This is an optimization exercise on Yosys and OpenROAD, whose aim is a short achievable clock period and few clock cycles per item, not a production implementation.
The RTL was checked by simulation tests, not by an equivalence proof against the original design.
Power and IR drop assume default switching activity.

## design/flow/constraint.sdc

```tcl
create_clock -name core_clock -period 10.0 [get_ports {clk}]
set_input_delay 2.0000 -clock core_clock [delete_from_list [all_inputs] [get_ports {clk}]]
set_output_delay 2.0000 -clock core_clock [all_outputs]
set_load 0.01 [all_outputs]
```

## design/flow/design.v

```verilog
package tomasulo_pkg;
  localparam int WORD_W   = 32;
  localparam int NUM_REGS = 8;
  localparam int REG_AW   = 3;
  localparam int TAG_W    = 4;
  localparam int NUM_ROWS = 4;  
  typedef logic [WORD_W-1:0] word_t;
  typedef logic [REG_AW-1:0] reg_addr_t;
  typedef logic [TAG_W-1:0]  tag_t;
  typedef enum logic [1:0] {
    OP_ADD  = 2'd0,
    OP_MUL  = 2'd1,
    OP_MV   = 2'd2,
    OP_HALT = 2'd3
  } op_t;
  function automatic logic [2*WORD_W-1:0] csa(input word_t x, input word_t y, input word_t z);
    word_t s, c;
    s = x ^ y ^ z;
    c = ((x & y) | (x & z) | (y & z)) << 1;
    csa = {c, s};
  endfunction
endpackage
module reg_status (
  input  logic                    clk,
  input  logic                    reset,
  input  tomasulo_pkg::reg_addr_t src1,
  input  tomasulo_pkg::reg_addr_t src2,
  output tomasulo_pkg::word_t     op1_data,
  output tomasulo_pkg::word_t     op2_data,
  input  logic                    iss_en,
  input  logic                    iss_mv,
  input  tomasulo_pkg::reg_addr_t iss_reg,
  input  tomasulo_pkg::word_t     iss_data,
  input  logic                    wb_valid,
  input  tomasulo_pkg::reg_addr_t wb_reg,
  input  tomasulo_pkg::word_t     wb_data,
  input  tomasulo_pkg::reg_addr_t rd_addr,
  output tomasulo_pkg::tag_t      rd_tag,
  output tomasulo_pkg::word_t     rd_data
);
  tomasulo_pkg::word_t             rf [0:tomasulo_pkg::NUM_REGS-1];
  logic [tomasulo_pkg::NUM_REGS-1:0] pend;
  assign op1_data = (wb_valid && wb_reg == src1) ? wb_data : rf[src1];
  assign op2_data = (wb_valid && wb_reg == src2) ? wb_data : rf[src2];
  assign rd_tag  = {{(tomasulo_pkg::TAG_W-1){1'b0}}, pend[rd_addr]};
  assign rd_data = rf[rd_addr];
  always_ff @(posedge clk) begin
    if (reset) begin
      for (int r = 0; r < tomasulo_pkg::NUM_REGS; r++) begin
        rf[r]   <= '0;
        pend[r] <= 1'b0;
      end
    end else begin
      for (int r = 0; r < tomasulo_pkg::NUM_REGS; r++) begin
        if (wb_valid && wb_reg == tomasulo_pkg::reg_addr_t'(r)) begin
          rf[r]   <= wb_data;
          pend[r] <= 1'b0;
        end
        if (iss_en && iss_reg == tomasulo_pkg::reg_addr_t'(r)) begin
          if (iss_mv) rf[r] <= iss_data;
          pend[r] <= !iss_mv;
        end
      end
    end
  end
endmodule
module res_station (
  input  logic                    clk,
  input  logic                    reset,
  input  logic                    alloc,
  input  logic                    is_mul,
  input  tomasulo_pkg::reg_addr_t dst,
  input  tomasulo_pkg::word_t     a_data,
  input  tomasulo_pkg::word_t     b_data,
  output logic                    disp_valid,
  output logic                    disp_mul,
  output tomasulo_pkg::reg_addr_t disp_dst,
  output tomasulo_pkg::word_t     disp_a,
  output tomasulo_pkg::word_t     disp_b
);
  always_ff @(posedge clk) begin
    if (reset) disp_valid <= 1'b0;
    else       disp_valid <= alloc;
  end
  always_ff @(posedge clk) begin
    disp_mul <= is_mul;
    disp_dst <= dst;
    disp_a   <= a_data;
    disp_b   <= b_data;
  end
endmodule
module exec_units (
  input  logic                    clk,
  input  logic                    reset,
  input  logic                    in_valid,
  input  logic                    in_mul,
  input  tomasulo_pkg::reg_addr_t in_dst,
  input  tomasulo_pkg::word_t     in_a,
  input  tomasulo_pkg::word_t     in_b,
  output logic                    wb_valid,
  output tomasulo_pkg::reg_addr_t wb_reg,
  output tomasulo_pkg::word_t     wb_data
);
  localparam int W = tomasulo_pkg::WORD_W;
  localparam int N = W / 2;  
  tomasulo_pkg::word_t pp [0:N];
  logic [W:0]          bx;
  assign bx = {in_b, 1'b0};
  always_comb begin
    pp[N] = '0;
    for (int i = 0; i < N; i++) begin
      logic neg, one, two;
      tomasulo_pkg::word_t mag;
      neg = bx[2*i+2];
      one = bx[2*i+1] ^ bx[2*i];
      two = (bx[2*i+2] & ~bx[2*i+1] & ~bx[2*i]) | (~bx[2*i+2] & bx[2*i+1] & bx[2*i]);
      mag = ({W{one}} & in_a) | ({W{two}} & (in_a << 1));
      pp[i] = ({W{neg}} ^ mag) << (2*i);
      pp[N][2*i] = neg;
    end
  end
  tomasulo_pkg::word_t l1 [0:11];
  tomasulo_pkg::word_t l2 [0:7];
  tomasulo_pkg::word_t l3 [0:5];
  tomasulo_pkg::word_t l4 [0:3];
  always_comb begin
    for (int k = 0; k < 5; k++)
      {l1[2*k+1], l1[2*k]} = tomasulo_pkg::csa(pp[3*k], pp[3*k+1], pp[3*k+2]);
    l1[10] = pp[15];
    l1[11] = pp[16];
    for (int k = 0; k < 4; k++)
      {l2[2*k+1], l2[2*k]} = tomasulo_pkg::csa(l1[3*k], l1[3*k+1], l1[3*k+2]);
    {l3[1], l3[0]} = tomasulo_pkg::csa(l2[0], l2[1], l2[2]);
    {l3[3], l3[2]} = tomasulo_pkg::csa(l2[3], l2[4], l2[5]);
    l3[4] = l2[6];
    l3[5] = l2[7];
    {l4[1], l4[0]} = tomasulo_pkg::csa(l3[0], l3[1], l3[2]);
    {l4[3], l4[2]} = tomasulo_pkg::csa(l3[3], l3[4], l3[5]);
  end
  logic                    s2_valid;
  tomasulo_pkg::reg_addr_t s2_dst;
  tomasulo_pkg::word_t     s2_row [0:tomasulo_pkg::NUM_ROWS-1];
  always_ff @(posedge clk) begin
    if (reset) s2_valid <= 1'b0;
    else       s2_valid <= in_valid;
  end
  always_ff @(posedge clk) begin
    s2_dst <= in_dst;
    if (in_mul) begin
      for (int k = 0; k < tomasulo_pkg::NUM_ROWS; k++) s2_row[k] <= l4[k];
    end else begin
      s2_row[0] <= in_a;
      s2_row[1] <= in_b;
      for (int k = 2; k < tomasulo_pkg::NUM_ROWS; k++) s2_row[k] <= '0;
    end
  end
  tomasulo_pkg::word_t m0, m1, m2, m3;
  always_comb begin
    {m1, m0} = tomasulo_pkg::csa(s2_row[0], s2_row[1], s2_row[2]);
    {m3, m2} = tomasulo_pkg::csa(m0, m1, s2_row[3]);
  end
  assign wb_valid = s2_valid;
  assign wb_reg   = s2_dst;
  assign wb_data  = m2 + m3;
endmodule
module issue_ctrl (
  input  logic clk,
  input  logic reset,
  input  logic req,
  output logic ack,
  output logic fire
);
  logic ack_q;
  always_ff @(posedge clk) begin
    if (reset) ack_q <= 1'b0;
    else       ack_q <= req;
  end
  assign ack  = ack_q;
  assign fire = req && !ack_q && !reset;
endmodule
module rs_core (
  input  logic                    clk,
  input  logic                    reset,
  input  logic                    req,
  input  tomasulo_pkg::op_t       op,
  input  tomasulo_pkg::reg_addr_t dst,
  input  tomasulo_pkg::reg_addr_t src1,
  input  tomasulo_pkg::reg_addr_t src2,
  input  logic                    has_imm,
  input  tomasulo_pkg::word_t     imm,
  output logic                    ack,
  input  tomasulo_pkg::reg_addr_t rd_addr,
  output tomasulo_pkg::tag_t      rd_tag,
  output tomasulo_pkg::word_t     rd_data
);
  logic fire, is_mv, is_exec;
  tomasulo_pkg::word_t op1_data, op2_data, b_data, mv_data;
  logic                    disp_valid, disp_mul;
  tomasulo_pkg::reg_addr_t disp_dst;
  tomasulo_pkg::word_t     disp_a, disp_b;
  logic                    wb_valid;
  tomasulo_pkg::reg_addr_t wb_reg;
  tomasulo_pkg::word_t     wb_data;
  issue_ctrl issue (.clk, .reset, .req, .ack, .fire);
  assign is_mv   = (op == tomasulo_pkg::OP_MV);
  assign is_exec = (op == tomasulo_pkg::OP_ADD) || (op == tomasulo_pkg::OP_MUL);
  assign b_data  = has_imm ? imm : op2_data;
  assign mv_data = has_imm ? imm : op1_data;
  reg_status status (
    .clk, .reset, .src1, .src2,
    .op1_data, .op2_data,
    .iss_en(fire && (is_mv || is_exec)), .iss_mv(is_mv), .iss_reg(dst), .iss_data(mv_data),
    .wb_valid, .wb_reg, .wb_data,
    .rd_addr, .rd_tag, .rd_data
  );
  res_station rs (
    .clk, .reset, .alloc(fire && is_exec), .is_mul(op == tomasulo_pkg::OP_MUL),
    .dst, .a_data(op1_data), .b_data,
    .disp_valid, .disp_mul, .disp_dst, .disp_a, .disp_b
  );
  exec_units units (
    .clk, .reset,
    .in_valid(disp_valid), .in_mul(disp_mul), .in_dst(disp_dst),
    .in_a(disp_a), .in_b(disp_b),
    .wb_valid, .wb_reg, .wb_data
  );
endmodule
```

## design/flow/run.sh

```bash
#!/bin/bash
# synth_recipe.tcl (not shown) runs the flow's synth.tcl, then flattens the netlist and writes it again
# the make line also repeats each setting of config.mk as NAME=value (left out here)
make -C /OpenROAD-flow-scripts/flow DESIGN_CONFIG=/design/flow/config.mk WORK_HOME=/design/flow/orfs CLKGATE_MAP_FILE= SYNTH_SCRIPT=/design/flow/synth_recipe.tcl finish
```

## design/flow/config.mk

```make
export PLATFORM = sky130hd
export DESIGN_NAME = rs_core
export DESIGN_NICKNAME = rs_core
export VERILOG_FILES = /design/flow/design.v
export SDC_FILE = /design/flow/constraint.sdc
export NUM_CORES = 4
export LEC_CHECK = 0
export ABC_CLOCK_PERIOD_IN_PS = 4000
export CAP_MARGIN = 20
export CORE_MARGIN = 2
export CORE_UTILIZATION = 60
export SETUP_SLACK_MARGIN = 5
export SLEW_MARGIN = 20
export TNS_END_PERCENT = 100
```

==> results of run 1 <==
## synth_stat cells (all sizes together) (108+ instances only)
cell and number:
nand2 503, nor2 496, a21oi 452, dfxtp 433
clkbuf 424, inv 276, o21ai 258, o22ai 209
fa 203, a211oi 185, a221oi 133, mux2i 131
buf 121, a22oi 108
## area by class of cell
class | instances | area, um^2 | area share [%]
repair buffers | 334 | 3420 | 7.60
inverters | 283 | 1100 | 2.44
flip-flops and latches | 433 | 8700 | 19.3
repair inverters | 1 | 7.51 | 0.0167
multi-input cells | 3814 | 28900 | 64.2
well taps | 864 | 1080 | 2.40
clock inverters | 20 | 300 | 0.666
clock buffers | 74 | 1500 | 3.34
## how the worst min path moves through the flow
stage                                       from                 endpoint  slack, ns  cells past startpoint
final                     rs.disp_dst[0]$_DFF_P_  units.s2_dst[0]$_DFF_P_       0.32                      0
after global routing      rs.disp_dst[1]$_DFF_P_  units.s2_dst[1]$_DFF_P_       0.34                      0
after CTS                 rs.disp_dst[0]$_DFF_P_  units.s2_dst[0]$_DFF_P_       0.33                      0
after detailed placement  rs.disp_dst[0]$_DFF_P_  units.s2_dst[0]$_DFF_P_       0.31                      0
after global placement    rs.disp_dst[2]$_DFF_P_  units.s2_dst[2]$_DFF_P_       0.31                      0
after floorplan           rs.disp_dst[0]$_DFF_P_  units.s2_dst[0]$_DFF_P_       0.31                      0
## metrics by stage
step / total power, mW / hold slack (ns) / setup WS, ns
after floorplan: 5.26 / 0.310 / 4.95
after global placement: 6.81 / 0.310 / 2.92
after detailed placement: 6.85 / 0.315 / 2.89
after CTS: 8.97 / 0.328 / 4.56
after global routing: 9.70 / 0.345 / 4.46
final: 9.24 / 0.325 / 4.48
## cell families after synthesis
| logic type | count (synthesis) | share of synthesized area, % |
|---|---|---|
| flops | 433 | 21.6 |
| simple gates | 1327 | 14.3 |
| compound gates | 1675 | 27.8 |
| other cells | 1 | 0.00937 |
| xor+xnor | 131 | 3.00 |
| buf+inv | 828 | 7.92 |
| fa+ha+maj | 374 | 15.1 |
| mux | 304 | 10.3 |
## critical path, stage by stage
cell	delay, ns
buf_8	0.08
buf_12	0.11
clkinvlp_4	0.10
buf_8	0.14
nor2_4	0.20
a22oi_2	0.10
o221ai_2	0.28
o21ai_1	0.15
a21oi_2	0.20
buf_2	0.16
## flip-flops by register name, summed over array words and instances (netlist names)
register,count
units.s2_dst,3
status.rf,256
issue.ack_q,1
rs.disp_a,32
status.pend,8
rs.disp_mul,1
units.s2_row,95
units.s2_valid,1
rs.disp_valid,1
rs.disp_dst,3
rs.disp_b,32
## where the power goes
part / switching (mW) / total, mW / internal, mW
combinational: 3.31 / 5.24 / 1.93
sequential: 0.110 / 1.98 / 1.87
clock: 0.843 / 2.02 / 1.18
total: 4.26 / 9.24 / 4.98
## per-layer routing
| metal | up-vias | part of all wire [%] |
|---|---|---|
| met5 | - | 0.14 |
| met4 | 16 | 8.9 |
| met3 | 981 | 14 |
| met2 | 3469 | 42 |
| met1 | 19400 | 35 |
| li1 | 17900 | - |
## repair_timing
action,4_1_cts,5_1_grt
pin swaps,54,59
endpoints found under the setup margin,51,69
setup buffers,63,39
gates resized for setup,281,117
gates cloned,12,4
==> Implementation_results.wiki, run 1 <==
{| class="wikitable"
! Metric !! Value
|-
| Placeable core region || 65900 um^2
|-
| Global routing usage on met3 || 11.9%
|-
| Vias per inst || 7.17
|-
| Depth of the worst register-to-register path || 13
|-
| Die outline area || 68800 um^2
|-
| Worst relative slew slack || between 15 and 20%
|-
| Total wire length after detailed routing || ~170 mm
|-
| Minimum setup slack among reg-to-reg paths || 5.15 ns
|-
| Synthesized flop and latch total || 433
|-
| Critical path startpoint || rd_addr[2]
|-
| Static leakage || 17.1 nW
|-
| I/O pin count || 87
|-
| Number of nets with antenna violations after detailed routing || 0
|-
| Max frequency || about 0.18 GHz
|-
| Number of global-route vias before repair || 38100
|-
| Buffer levels on the longest clock path || 3
|-
| Met1 capacity usage during global routing || 58.7%
|-
| Pin slew with the least headroom to its limit || 1.27 ns
|-
| Initial antenna violation count || 9
|-
| Path category of the worst min-delay check || reg -> reg
|-
| Fraction of registers with async set or reset after synthesis || 0%
|-
| Yosys top cell area share || a little over a fifth
|-
| Clock tree root driver cell || clkbuf_16
|-
| Number of diodes || 0
|-
| Post-synthesis cell area || 40000 um^2
|-
| Total grt overflow || 0
|-
| Number of pins exceeding their max-slew limit in the final report || 0
|-
| Clock tree from TritonCTS || built
|-
| First-pass detailed-route iteration total || 10
|-
| Unrepaired setup endpoints after global routing || true
|-
| Instance area after placement || 41000 um^2
|-
| Synthesis Warnings || 11
|-
| Final worst path period share || 55.2%
|-
| Top cell type by total area after synthesis || dfxtp_1
|-
| Top library cells by usage in the layout, fill and taps aside || 495 x nand2_1, 469 x nor2_1, 431 x a21oi_1, 420 x dfxtp_1, 274 x inv_1
|-
| Maximum number of pins on one net before global-route repair || 79
|-
| Sum of negative setup slack || 0 ns
|-
| Count of standard-cell rows || 94
|-
| DR vias || 41800
|-
| Area growth from synthesis to layout || 12.5%
|-
| Fraction of the yosys area taken by sequential cells || a little over a fifth
|-
| Combined global-route utilization of all metal layers || between 40% and 50%
|-
| Number of instances in the placed design || 5611
|-
| Most frequent standard cell in the layout excluding fill and tap cells || nand2_1
|-
| Syn_area_per_cell || between 7 and 8 um^2
|-
| Kind of critical path || in -> out
|-
| Endpoint required time on the critical path || ~8 ns
|-
| GR Layer Usage met2 || 68.8%
|-
| Average routed wire per standard cell || a little under 30 um
|-
| Worst r2r dst || units.s2_row[0][22]$_DFF_P_
|-
| Power per Cell Area || 205 nW/um^2
|-
| Floorplan die width || ~260 um
|-
| MaxCap Viol Count || 0
|-
| Sinks on the clock net || around 430
|-
| Busiest metal layer after global routing || met2
|-
| Clock-pin slew of the registers on the worst-case setup and hold paths || 0.05 ns
|-
| Post-layout utilization of the core || between 60 and 70%
|-
| Die height || 262 um
|-
| Final Instance Area || 45100 um^2
|-
| Net count reported at finish || 5276
|-
| Hold Fails Final Rpt || 0
|-
| Clock period minus final worst setup slack || 5.52 ns
|-
| Hold_buf cts || 0
|-
| Count of buffers from port buffering || 83
|-
| Top post-synthesis cells by area || dfxtp_1 22%, fa_1 10%, a21oi_1 5.6%
|-
| Data arrival at the endpoint of the critical path || 3.52 ns
|-
| Maximum level of the CTS H-tree || 2
|-
| First DRT Iteration DRCs || about 7200
|-
| VDD IR max || 0.000174 V
|-
| Clock latency of the later-clocked register in the worst-skew pair || 0.66 ns
|-
| CTS Buf Count || 51
|-
| Number of setup violations in the final report || 0
|-
| Count of flip-flops with a built-in enable after synthesis || 0
|-
| Global-route wire length before repair || approximately 250 mm
|-
| Worst-path fanout max || 4
|-
| Crit start category || input pin
|-
| Gp weighted congestion || 1.03
|-
| DRC errors left || 0
|-
| Final cell count without fillers || 5823
|-
| Most frequently used flop master after synthesis || dfxtp_1
|-
| Startpoint of the most critical register-to-register path || rs.disp_a[5]$_DFF_P_
|-
| Final-layout fill cell count || 5535
|-
| Placed wire-length estimate after detailed placement || 108 mm
|-
| Ratio of cells with drive above 1 in the final layout || 14.6%
|-
| Capture point of the worst path || rd_data[1]
|-
| Starting density of the core || 60.8%
|-
| Kind of end point of the critical path || primary output
|-
| Run status || timing/DRC/antenna clean
|-
| Count of distinct cell types in the synthesized netlist || 91
|-
| Instance count of the mapped netlist || 5073
|-
| Setup skew after layout || around 0.076 ns
|}
Testbench counts, summed over its fixed seeds: cycles 6,480, instrs 3,280.
==> run 2: changes to the inputs <==
--- a/design/flow/config.mk
+++ b/design/flow/config.mk
@@ -10,5 +10,4 @@
 export CORE_MARGIN = 2
-export CORE_UTILIZATION = 60
+export CORE_UTILIZATION = 40
 export SETUP_SLACK_MARGIN = 5
 export SLEW_MARGIN = 20
-export TNS_END_PERCENT = 100
==> run 2 against run 1 <==
Clock skew grew 0.0080 ns. Cell area up 1.6%. Utilization down 23 points. Clock power rose by 4%. Die area increased by 49%. Register-to-register slack barely moved. Critical path type unchanged. Area after synthesis unchanged. Sequential share of layout area down 0.29 points. Combinational power up 1%. Largest power group unchanged. Setup slack better by 0.056 ns. Final cell count grew 7.6%.
==> Implementation_results.wiki, run 2 <==
{| class="wikitable"
! Metric !! Value
|-
| Run status || timing/DRC/antenna clean
|-
| Average routed wire per standard cell || 28.0 um
|-
| Clock period minus final worst setup slack || roughly 5.5 ns
|-
| Clock tree root driver cell || clkbuf_16
|-
| Register area || ~8700 um^2
|-
| Worst relative slew slack || 16.3%
|-
| Die height || 320 um
|-
| Crit start category || input pin
|-
| Placeable core region || 99700 um^2
|-
| CTS Buf Count || 52
|-
| Most frequent standard cell in the layout excluding fill and tap cells || nand2_1
|-
| Fraction of registers with async set or reset after synthesis || 0%
|-
| MaxCap Viol Count || 0
|-
| Gp weighted congestion || 1.03
|-
| Post-synthesis cell area || around 40000 um^2
|-
| PnR Total Power || 9.39 mW
|-
| Data arrival at the endpoint of the critical path || ~3.5 ns
|-
| Clock latency of the later-clocked register in the worst-skew pair || 0.67 ns
|-
| Number of pins exceeding their max-slew limit in the final report || 0
|-
| Initial antenna violation count || 7
|-
| Area growth from synthesis to layout || 14.3%
|-
| Instance area after placement || 41600 um^2
|-
| Number of global-route vias before repair || 38000
|-
| Top cell type by total area after synthesis || dfxtp_1
|-
| DRC errors left || 0
|-
| Kind of end point of the critical path || primary output
|-
| Static leakage || 17.3 nW
|-
| Placed wire-length estimate after detailed placement || between 100 and 150 mm
|-
| Count of buffers from port buffering || 83
|-
| Power per Cell Area || around 210 nW/um^2
|-
| Syn_area_per_cell || 7.89 um^2
|-
| Clock tree from TritonCTS || built
|-
| Maximum level of the CTS H-tree || 2
|-
| Sinks on the clock net || 433
|-
| Number of nets with antenna violations after detailed routing || 0
|-
| Final-layout fill cell count || 9595
|-
| Register bank with the most flops || status.rf
|-
| Clock-pin slew of the registers on the worst-case setup and hold paths || 0.06 ns
|-
| Most frequently used flop master after synthesis || dfxtp_1
|-
| Number of flip-flops in the largest register || 256
|-
| Pin slew with the least headroom to its limit || 1.25 ns
|-
| Buffer levels on the longest clock path || 3
|-
| Endpoint required time on the critical path || 8.00 ns
|-
| Fraction of the yosys area taken by sequential cells || 21.6%
|-
| Sum of negative setup slack || 0 ns
|-
| Floorplan die width || 320 um
|-
| Leading registers by flop count || status.rf x256, units.s2_row x95
|-
| Path category of the worst min-delay check || reg -> reg
|-
| Count of flip-flops with a built-in enable after synthesis || 0
|-
| Vias per inst || 6.65
|-
| Final Instance Area || 45800 um^2
|-
| Count of distinct cell types in the synthesized netlist || 91
|-
| I/O pin count || 87
|-
| Synthesis Warnings || 11
|-
| DR vias || 41700
|-
| Count of standard-cell rows || 116
|-
| Hold Path Cell Cnt || 0
|-
| Die outline area || 103000 um^2
|-
| Library cell with the highest instance count after synthesis || nand2_1
|-
| Yosys top cell area share || about 22%
|-
| Starting density of the core || 40.2%
|-
| VDD IR max || 0.000158 V
|-
| Top library cells by usage in the layout, fill and taps aside || 492 x nand2_1, 470 x nor2_1, 432 x a21oi_1, 418 x dfxtp_1, 273 x inv_1
|-
| Minimum setup slack among reg-to-reg paths || 5.16 ns
|-
| Number of setup violations in the final report || 0
|-
| Maximum number of pins on one net before global-route repair || about 110
|-
| Total wire length after detailed routing || approximately 180 mm
|-
| Top post-synthesis cells by area || dfxtp_1 22%, fa_1 10%, a21oi_1 5.6%
|-
| Combined global-route utilization of all metal layers || 32.9%
|-
| Worst-path fanout max || 6
|-
| Final worst path period share || 54.7%
|-
| Ratio of cells with drive above 1 in the final layout || 14.9%
|-
| Hold Fails Final Rpt || 0
|-
| First DRT Iteration DRCs || about 5900
|-
| First-pass detailed-route iteration total || 8
|-
| Most frequent cells after synthesis || 503 x nand2_1, 496 x nor2_1, 448 x a21oi_1, 433 x dfxtp_1, 424 x clkbuf_1
|-
| Depth of the worst register-to-register path || 12
|-
| Kind of critical path || in -> out
|-
| Net count reported at finish || roughly 5300
|-
| Area occupied by multi-input gates || 28900 um^2
|-
| Total grt overflow || 0
|-
| Max frequency || approximately 0.18 GHz
|-
| Global-route wire length before repair || 255 mm
|-
| Unrepaired setup endpoints after global routing || true
|-
| Setup skew after layout || 0.0841 ns
|-
| Synthesized flop and latch total || roughly 430
|-
| Instance count of the mapped netlist || just over 5000
|}
[run 2: cell counts after synthesis]
No cell type changed its count.
[run 2: worst max-delay path, cell delays in order]
cell and delay, ns:
buf_16 0.10, clkinvlp_4 0.10, buf_8 0.15, nor2_4 0.15, a22oi_2 0.08, o221ai_2 0.24
o21ai_1 0.12, a21oi_2 0.31, buf_2 0.20
[run 2: logic make-up after synthesis]
logic type / count (synthesis) / synth area share (%)
AO/OA/AOI/OAI: 1675 / 27.8
XOR/XNOR: 131 / 3.00
adder cells (fa/ha/maj): 374 / 15.1
buffers and inverters: 828 / 7.92
flip-flops: 433 / 21.6
multiplexers: 304 / 10.3
other: 1 / 0.00937
AND/OR/NAND/NOR: 1327 / 14.3
[run 2: final timing paths]
check                                startpoint                     endpoint
setup reg to reg  units.s2_row[2][2]$_SDFF_PN0_  status.rf[5][21]$_SDFF_PP0_
hold reg to reg          rs.disp_dst[0]$_DFF_P_      units.s2_dst[0]$_DFF_P_
setup / recovery                     rd_addr[2]                   rd_data[1]
hold / removal           rs.disp_dst[0]$_DFF_P_      units.s2_dst[0]$_DFF_P_
[run 2: cell type report]
cell class,count,share of cell area [%]
clock buffer,72,3.38
antenna,1,0.00547
inverter,283,2.40
clock inverter,24,0.725
timing repair buffer,340,7.82
tap,1298,3.55
sequential,433,19.0
multi-input combinational,3814,63.1
[run 2: metrics by stage]
stage	hold slack (ns)	util (%)	instances	setup WS, ns
floorplan	0.310	-	5075	4.95
global placement	0.312	41.7	6049	2.98
detailed placement	0.315	41.7	6050	2.96
CTS	0.329	45.2	6230	4.56
global route	0.331	45.9	6264	4.53
finish	0.327	45.9	6265	4.53
[run 2: power breakdown]
part	internal, mW	switching [mW]	total (mW)
registers	1.87	0.112	1.98
clock network	1.24	0.862	2.10
logic	1.92	3.39	5.31
total	5.03	4.36	9.39
[run 2: metal layers]
metal | GRT usage [%] | routed length (um) | part of all wire [%]
met5 | 0 | 0 | 0
met4 | 18.5 | 12000 | 6.8
met3 | 6.67 | 22000 | 13
met2 | 49.3 | 74600 | 42
met1 | 44.0 | 67000 | 38
[run 2: timing repair]
action	CTS	global route
cloned	13	0
pin swaps	45	36
gates resized for setup	312	95
setup buffers	71	34
hold buffers	0	0
setup endpoints to repair	70	101
==> run 3: changes to the inputs <==
--- a/design/flow/config.mk
+++ b/design/flow/config.mk
@@ -7,3 +7,2 @@
 export LEC_CHECK = 0
-export ABC_CLOCK_PERIOD_IN_PS = 4000
 export CAP_MARGIN = 20
@@ -11,3 +10,2 @@
 export CORE_UTILIZATION = 40
-export SETUP_SLACK_MARGIN = 5
 export SLEW_MARGIN = 20
==> run 3 against run 2 <==
Area after synthesis unchanged. Utilization down 2.4 points. Non-clock buffer count down 120. Still clean on timing, DRC and antenna. Setup slack worse by 1.7 ns. Highest routed layer is now met5. Via count down 3.1%. Cell area down 5.3%. Clock power down 3%. Combinational power down 4%. Critical path type unchanged. Worst hold slack worse by 0.0012 ns. Synthesized cell count unchanged. Routed wire length down 4.2%.
==> Implementation_results.wiki, run 3 <==
{| class="wikitable"
! Metric !! Value
|-
| Run status || timing/DRC/antenna clean
|-
| Most frequent cells after synthesis || 503 x nand2_1, 496 x nor2_1, 448 x a21oi_1, 433 x dfxtp_1, 424 x clkbuf_1
|-
| Crit-path max cell delay || just under 0.8 ns
|-
| Global-route wire length before repair || between 200 and 250 mm
|-
| Static leakage || 16.1 nW
|-
| Path category of the worst min-delay check || reg -> reg
|-
| Placeable core region || 99700 um^2
|-
| Register bank with the most flops || status.rf
|-
| Data arrival at the endpoint of the critical path || 5.21 ns
|-
| Crit start category || input pin
|-
| Maximum number of pins on one net before global-route repair || 84
|-
| Fraction of registers with async set or reset after synthesis || 0%
|-
| First-pass detailed-route iteration total || 7
|-
| Synthesized flop and latch total || around 430
|-
| Max frequency || 0.139 GHz
|-
| Instance count of the mapped netlist || about 5100
|-
| Most frequent standard cell in the layout excluding fill and tap cells || nand2_1
|-
| Library cell with the highest instance count after synthesis || nand2_1
|-
| Top sig layer || met5
|-
| Quantity of gates resized following cts || 0
|-
| Post-route worst setup slack || 2.79 ns
|-
| Average routed wire per standard cell || 27.4 um
|-
| Post-layout utilization of the core || 43.5%
|-
| CP bufs+invs || 4
|-
| Top post-synthesis cells by area || dfxtp_1 22%, fa_1 10%, a21oi_1 5.6%
|-
| Count of distinct cell types in the synthesized netlist || 91
|-
| Number of global-route vias before repair || 36600
|-
| Net count reported at finish || 5163
|-
| I/O pin count || 87
|-
| Count of standard-cell rows || 116
|-
| Power per Cell Area || between 200 and 250 nW/um^2
|-
| Most frequently used flop master after synthesis || dfxtp_1
|-
| Pin slew with the least headroom to its limit || ~1.2 ns
|-
| First DRT Iteration DRCs || a little under 6000
|-
| Die height || between 300 and 400 um
|-
| Synthesis Warnings || 11
|-
| Endpoint required time on the critical path || around 8.0 ns
|-
| Worst relative slew slack || 21.2%
|-
| Buffer levels on the longest clock path || 3
|-
| Fraction of the yosys area taken by sequential cells || around 22%
|-
| Clock period minus final worst setup slack || 7.21 ns
|-
| Initial antenna violation count || 6
|-
| Area growth from synthesis to layout || 8.23%
|-
| Number of nets with antenna violations after detailed routing || 0
|-
| Clock tree from TritonCTS || built
|-
| Die outline area || ~100000 um^2
|-
| Combined global-route utilization of all metal layers || 31.8%
|-
| Hold_buf cts || 0
|-
| Total wire length after detailed routing || 168 mm
|-
| Post-Route M1 WL || between 60 and 70 mm
|-
| Met2 WL || 72.3 mm
|-
| Critical-path cell list || buf_4 > clkinv_1 > buf_4 > nor2_1 > a22oi_1 > nor2_1 > o22ai_1 > o21ai_0 > clkdlybuf4s50_1
|-
| Number of flip-flops in the largest register || 256
|-
| Kind of critical path || in -> out
|-
| Worst-path fanout max || 22
|-
| Maximum level of the CTS H-tree || 2
|-
| Setup skew after layout || ~0.033 ns
|-
| Starting density of the core || 40.2%
|-
| Top library cells by usage in the layout, fill and taps aside || 500 x nand2_1, 488 x nor2_1, 448 x a21oi_1, 420 x dfxtp_1, 276 x inv_1
|-
| Hold Fails Final Rpt || 0
|-
| Floorplan die width || 320 um
|-
| Sequential share of power || a little over a fifth
|-
| CTS Buf Count || 53
|-
| Yosys top cell area share || a little over a fifth
|-
| Library cell contributing the largest single delay on the critical path || nor2_1
|-
| MaxCap Viol Count || 0
|-
| Sum of negative setup slack || 0 ns
|-
| Share of total power in combinational logic || between 50% and 60%
|-
| Total grt overflow || 0
|-
| Placed wire-length estimate after detailed placement || 112 mm
|-
| Clock Power Share || 22.3%
|-
| Final-layout fill cell count || 9931
|-
| Clock tree root driver cell || clkbuf_16
|-
| Unrepaired setup endpoints after global routing || false
|-
| Switching pwr || 4.24 mW
|-
| Top cell type by total area after synthesis || dfxtp_1
|-
| Count of buffers from port buffering || 83
|-
| Internal power || around 4.9 mW
|-
| Dpl ws || 2.97 ns
|-
| Kind of end point of the critical path || primary output
|-
| DRC errors left || 0
|-
| Count of flip-flops with a built-in enable after synthesis || 0
|-
| Final worst path period share || 72.1%
|-
| Sinks on the clock net || 433
|-
| Share of total power consumed by net switching || a little under half
|-
| Number of pins exceeding their max-slew limit in the final report || 0
|-
| Clock-pin slew of the registers on the worst-case setup and hold paths || 0.06 ns
|-
| Gp weighted congestion || 1.00
|-
| VDD IR max || about 0.00016 V
|-
| Vias per inst || ~6.6
|-
| Ratio of cells with drive above 1 in the final layout || 10.1%
|-
| Number of setup violations in the final report || 0
|-
| Post-synthesis cell area || 40000 um^2
|-
| WL met3 || 20.5 mm
|-
| Syn_area_per_cell || about 7.9 um^2
|-
| Clock latency of the later-clocked register in the worst-skew pair || roughly 0.63 ns
|-
| Kind of cell adding the most delay to the critical path || buffers and inverters
|-
| DR vias || roughly 40000
|-
| Setup fix buffers added after clock tree synthesis || 0
|-
| Leading registers by flop count || status.rf x256, units.s2_row x95
|}
run 3: cell counts after synthesis:
No cell type changed its count.
run 3: cell families after synthesis:
kind of cell    after synthesis  synth area share (%)
other cells                   1               0.00937
simple gates               1327                  14.3
xor+xnor                    131                  3.00
compound gates             1675                  27.8
buf+inv                     828                  7.92
fa+ha+maj                   374                  15.1
mux                         304                  10.3
flops                       433                  21.6
run 3: area by class of cell:
| class | count | area (um^2) | share of cell area [%] |
|---|---|---|---|
| repair buffers | 220 | 1820 | 4.20 |
| diodes | 1 | 2.50 | 0.00577 |
| clock inverters | 22 | 230 | 0.531 |
| well taps | 1298 | 1620 | 3.75 |
| flip-flops and latches | 433 | 8700 | 20.1 |
| inverters | 283 | 1060 | 2.45 |
| multi-input cells | 3814 | 28300 | 65.3 |
| clock buffers | 77 | 1590 | 3.67 |
run 3: routing by layer:
| layer | GRT usage, % | up-vias |
|---|---|---|
| li1 | - | 17700 |
| met1 | 43.1 | 19300 |
| met2 | 48.3 | 2863 |
| met3 | 7.03 | 513 |
| met4 | 14.4 | 2 |
| met5 | 0 | - |
run 3: worst paths after layout:
check | from | end | slack [ns] | cells past startpoint
worst min register to register | rs.disp_dst[2]$_DFF_P_ | units.s2_dst[2]$_DFF_P_ | 0.33 | 0
worst max register to register | rs.disp_b[9]$_DFF_P_ | units.s2_row[0][31]$_DFF_P_ | 4.52 | 17
worst min-delay path | rs.disp_dst[2]$_DFF_P_ | units.s2_dst[2]$_DFF_P_ | 0.33 | 0
worst max-delay path | rd_addr[1] | rd_data[19] | 2.79 | 9
run 3: stage by stage:
stage	std cells	power, mW	area, um^2	hold slack, ns
detailed placement	6047	6.95	41500	0.312
finish	6148	9.13	43300	0.326
CTS	6146	9.02	43300	0.325
global placement	6047	6.96	41500	0.311
global route	6147	9.65	43300	0.333
floorplan	5075	5.25	40000	0.310
run 3: power by group through the flow:
| stage | sequential, mW | clock (mW) | combinational [mW] |
|---|---|---|---|
| global route | 1.99 | 2.12 | 5.54 |
| global placement | 2.01 | 0 | 4.95 |
| finish | 1.98 | 2.04 | 5.11 |
| floorplan | 1.95 | 0 | 3.30 |
| CTS | 1.98 | 2.05 | 4.99 |
| detailed placement | 2.01 | 0 | 4.94 |
==> run 4: changes to the inputs <==
==> design/flow/flow/run.sh (new file) <==
#!/bin/bash
# Standard layout, with the read-port pins (rd_addr in, rd_data/rd_tag out)
# grouped on one edge so the combinational read mux sits next to them.
export PRE_IO_PLACEMENT_TCL=$PWD/flow/pins.tcl
bash standard.sh > standard.log 2>&1
==> design/flow/flow/pins.tcl (new file) <==
set rd_pins {}
foreach bt [[ord::get_db_block] getBTerms] {
  set n [$bt getName]
  if {[string match "rd_*" $n]} { lappend rd_pins $n }
}
puts "read-port pins: [llength $rd_pins]"
set_io_pin_constraint -pin_names $rd_pins -region top:*
==> design/flow/standard.sh (new file) <==
#!/bin/bash
# synth_recipe.tcl (not shown) runs the flow's synth.tcl, then flattens the netlist and writes it again
# the make line also repeats each setting of config.mk as NAME=value (left out here)
make -C /OpenROAD-flow-scripts/flow DESIGN_CONFIG=/design/flow/config.mk WORK_HOME=/design/flow/orfs CLKGATE_MAP_FILE= SYNTH_SCRIPT=/design/flow/synth_recipe.tcl "${@:-finish}"
--- a/design/flow/config.mk
+++ b/design/flow/config.mk
@@ -7,2 +7,3 @@
 export LEC_CHECK = 0
+export ABC_CLOCK_PERIOD_IN_PS = 4000
 export CAP_MARGIN = 20
@@ -10,2 +11,3 @@
 export CORE_UTILIZATION = 40
+export SETUP_SLACK_MARGIN = 5
 export SLEW_MARGIN = 20
removed: design/flow/run.sh
==> run 4 against run 3 <==
Setup slack improved by 1.7 ns. Register-to-register slack better by 0.52 ns. First-iteration DRC count increased by 0.83%. Utilization rose by 1.4 points. Routed wire length rose by 6.0%. Sequential share of layout area shrank 0.59 points. Critical path depth increased by 2. Final cell count grew 0.98%. Cell area is 3.1% higher. Still clean. Largest power group unchanged. Global-route usage is 1.9 points higher.
==> Implementation_results.wiki, run 4 <==
{| class="wikitable"
! Metric !! Value
|-
| Switching pwr || about 4.3 mW
|-
| Worst-path fanout max || 4
|-
| Worst r2r dst || status.rf[0][21]$_SDFF_PP0_
|-
| Max frequency || 0.182 GHz
|-
| Number of nets with antenna violations after detailed routing || 0
|-
| DR vias || between 40000 and 50000
|-
| Synthesis Warnings || 11
|-
| Kind of end point of the critical path || primary output
|-
| Fraction of registers with async set or reset after synthesis || 0%
|-
| Static leakage || 16.7 nW
|-
| Power per Cell Area || 204 nW/um^2
|-
| Die outline area || 103000 um^2
|-
| Capture point of the worst path || rd_data[20]
|-
| Vias per inst || approximately 6.7
|-
| Maximum level of the CTS H-tree || 2
|-
| Clock Power Share || 21.1%
|-
| Internal power || 4.83 mW
|-
| Startpoint of the most critical register-to-register path || units.s2_row[2][6]$_SDFF_PN0_
|-
| Critical path startpoint || rd_addr[2]
|-
| Count of distinct cell types in the synthesized netlist || 91
|-
| Total grt overflow || 0
|-
| Most frequently used flop master after synthesis || dfxtp_1
|-
| Worst relative slew slack || around a fifth
|-
| Number of flip-flops in the largest register || 256
|-
| Hold_buf cts || 0
|-
| Initial antenna violation count || 4
|-
| Critical path depth in cells || 11
|-
| Share of total power consumed by net switching || 47.0%
|-
| CP bufs+invs || 6
|-
| Clock-pin slew of the registers on the worst-case setup and hold paths || roughly 0.05 ns
|-
| Number of pins exceeding their max-slew limit in the final report || 0
|-
| Post-layout utilization of the core || 44.8%
|-
| Path category of the worst min-delay check || reg -> reg
|-
| I/O pin count || 87
|-
| CTS Buf Count || 51
|-
| Final Instance Area || between 40000 and 50000 um^2
|-
| Placed wire-length estimate after detailed placement || 120 mm
|-
| Buffer levels on the longest clock path || 3
|-
| Final-layout fill cell count || approximately 9600
|-
| Combined global-route utilization of all metal layers || 33.6%
|-
| Synthesized flop and latch total || 433
|-
| Register bank with the most flops || status.rf
|-
| Placeable core region || 99700 um^2
|-
| Syn_area_per_cell || around 7.9 um^2
|-
| Top library cells by usage in the layout, fill and taps aside || 491 x nand2_1, 466 x nor2_1, 436 x a21oi_1, 417 x dfxtp_1, 274 x inv_1
|-
| Most frequent standard cell in the layout excluding fill and tap cells || nand2_1
|-
| Gp weighted congestion || around 1.0
|-
| Clock period minus final worst setup slack || around 5.5 ns
|-
| Count of buffers from port buffering || 83
|-
| Run status || timing/DRC/antenna clean
|-
| Most frequent cells after synthesis || 503 x nand2_1, 496 x nor2_1, 448 x a21oi_1, 433 x dfxtp_1, 424 x clkbuf_1
|-
| Sinks on the clock net || about 430
|-
| Post-synthesis cell area || about 40000 um^2
|-
| Instance area after placement || 41500 um^2
|-
| Instance count of the mapped netlist || ~5100
|-
| Clock tree root driver cell || clkbuf_16
|-
| Fraction of the yosys area taken by sequential cells || between 20% and 30%
|-
| Maximum number of pins on one net before global-route repair || between 80 and 90
|-
| Yosys top cell area share || 21.6%
|-
| Clock latency of the later-clocked register in the worst-skew pair || 0.64 ns
|-
| Depth of the worst register-to-register path || 12
|-
| Number of global-route vias before repair || around 38000
|-
| VDD IR max || 0.000173 V
|-
| First DRT Iteration DRCs || 5854
|-
| Library cell with the highest instance count after synthesis || nand2_1
|-
| Count of standard-cell rows || 116
|-
| Clock tree from TritonCTS || built
|-
| Data arrival at the endpoint of the critical path || about 3.5 ns
|-
| Library cell contributing the largest single delay on the critical path || a221oi_2
|-
| Sequential share of power || 21.9%
|-
| Minimum setup slack among reg-to-reg paths || 5.04 ns
|-
| Leading registers by flop count || status.rf x256, units.s2_row x95
|-
| Ratio of cells with drive above 1 in the final layout || 13.6%
|-
| Pin slew with the least headroom to its limit || 1.20 ns
|-
| Number of instances in the placed design || 6037
|-
| Starting density of the core || 40.2%
|-
| DRC errors left || 0
|-
| Top cell type by total area after synthesis || dfxtp_1
|-
| Endpoint required time on the critical path || 8.00 ns
|-
| Crit start category || input pin
|-
| Number of diodes || 0
|-
| Unrepaired setup endpoints after global routing || true
|-
| Global-route wire length before repair || 260 mm
|-
| Top post-synthesis cells by area || dfxtp_1 22%, fa_1 10%, a21oi_1 5.6%
|-
| Floorplan die width || 320 um
|-
| Net count reported at finish || roughly 5200
|-
| Kind of cell adding the most delay to the critical path || buffers and inverters
|-
| Share of total power in combinational logic || 57.0%
|-
| MaxCap Viol Count || 0
|-
| Sum of negative setup slack || 0 ns
|-
| Hold Fails Final Rpt || 0
|-
| Count of flip-flops with a built-in enable after synthesis || 0
|-
| Area occupied by multi-input gates || 28800 um^2
|-
| Register area || 8700 um^2
|-
| Number of setup violations in the final report || 0
|-
| First-pass detailed-route iteration total || 7
|-
| Kind of critical path || in -> out
|-
| Final worst path period share || 54.9%
|-
| Average routed wire per standard cell || 28.7 um
|-
| Crit-path max cell delay || 0.21 ns
|-
| Total wire length after detailed routing || 178 mm
|-
| Area growth from synthesis to layout || 11.6%
|-
| Final cell count without fillers || 6208
|-
| Setup skew after layout || 0.0283 ns
|-
| Critical-path cell list || buf_16 > clkinvlp_4 > buf_6 > buf_12 > buf_16 > o21a_1 > a21oi_2 > o22ai_2 > a221oi_2 > a21oi_2 > buf_2
|-
| Die height || 320 um
|}
-- run 4: stage by stage --
| stage | total power [mW] | hold WS, ns | worst slack [ns] |
|---|---|---|---|
| 2_1_floorplan | 5.26 | 0.310 | 4.95 |
| 3_3_place_gp | 6.98 | 0.312 | 3.03 |
| 3_5_place_dp | 7.00 | 0.312 | 3.03 |
| 4_1_cts | 8.97 | 0.325 | 4.55 |
| 5_1_grt | 9.65 | 0.326 | 4.48 |
| 6_report | 9.11 | 0.325 | 4.51 |
-- run 4: logic make-up after synthesis --
family | share of synthesized area [%]
DFF | 21.6
AOI/OAI and AO/OA | 27.8
and+or+nand+nor | 14.3
buffers and inverters | 7.92
xor gates and xnor gates | 3.00
adders and majority gates | 15.1
other | 0.00937
muxes | 10.3
-- run 4: layer usage --
| layer | up-vias | share of wire, % | GRT usage [%] |
|---|---|---|---|
| met4 | 4 | 7.1 | 19.8 |
| li1 | 17800 | - | - |
| met3 | 684 | 12 | 8.39 |
| met2 | 3046 | 42 | 49.6 |
| met5 | - | 0.015 | 0 |
| met1 | 19800 | 38 | 44.5 |
-- run 4: timing repair --
action	4_1_cts	5_1_grt
resized for setup	259	92
setup endpoints to repair	40	123
pin swaps	51	39
setup buffers	46	19
gates cloned	11	0
-- run 4: power by group through the flow --
stage	Sequential [mW]	Combinational, mW	Clock, mW
after CTS	1.99	5.06	1.92
final	1.99	5.19	1.92
after global placement	2.03	4.95	0
after floorplan	1.95	3.30	0
after detailed placement	2.03	4.97	0
after global routing	2.00	5.65	1.99
-- run 4: how the worst min path moves through the flow --
stage	slack, ns	start	to	cells after the start
after detailed placement	0.31	rs.disp_dst[2]$_DFF_P_	units.s2_dst[2]$_DFF_P_	0
after global routing	0.33	rs.disp_dst[2]$_DFF_P_	units.s2_dst[2]$_DFF_P_	0
after global placement	0.31	rs.disp_dst[2]$_DFF_P_	units.s2_dst[2]$_DFF_P_	0
final	0.32	rs.disp_dst[1]$_DFF_P_	units.s2_dst[1]$_DFF_P_	0
after CTS	0.32	rs.disp_dst[2]$_DFF_P_	units.s2_dst[2]$_DFF_P_	0
after floorplan	0.31	rs.disp_dst[0]$_DFF_P_	units.s2_dst[0]$_DFF_P_	0
-- run 4: final cells by class --
type / instances / area share (%)
timing repair inverter: 1 / 0.0168
tap: 1298 / 3.63
timing repair buffer: 285 / 6.31
multi-input combinational: 3814 / 64.4
inverter: 283 / 2.46
clock inverter: 21 / 0.518
sequential: 433 / 19.5
clock buffer: 73 / 3.20

[what the ideal ports hide]
In the flow no input, the clock included, has a driving cell. The finished layouts below were timed again as built, in two steps. Step 1: set_driving_cell puts a clkbuf_16 on clk and a buf_2 on each other input, an assumption about the parent block. Step 2, shift: input delay + t, output delay - t, t = (earliest + latest rising clock arrival at the registers) / 2. This alone moves slack from input paths to output paths. a / b / c = no drivers / after step 1 / after step 2; a / b = the first two.
| run | t, ns | setup slack, ns | worst hold slack (ns) | worst slew at a driven data input, ns |
|---|---|---|---|---|
| run 1 | 0.693 | 4.478 / 4.293 / 4.293 | 0.325 / 0.325 / 0.325 | 0.31 |
| run 2 | 0.694 | 4.535 / 4.144 / 4.144 | 0.327 / 0.327 / 0.327 | 0.46 |
| run 3 | 0.686 | 2.793 / 2.743 / 2.743 | 0.326 / 0.326 / 0.326 | 0.06 |
| run 4 | 0.698 | 4.505 / 4.281 / 4.281 | 0.325 / 0.325 / 0.325 | 0.35 |
After both steps every run listed still meets setup and hold. The setup slack of run 2, which loses most, moves by -0.391 ns with the drivers and by -0.391 ns with both steps.
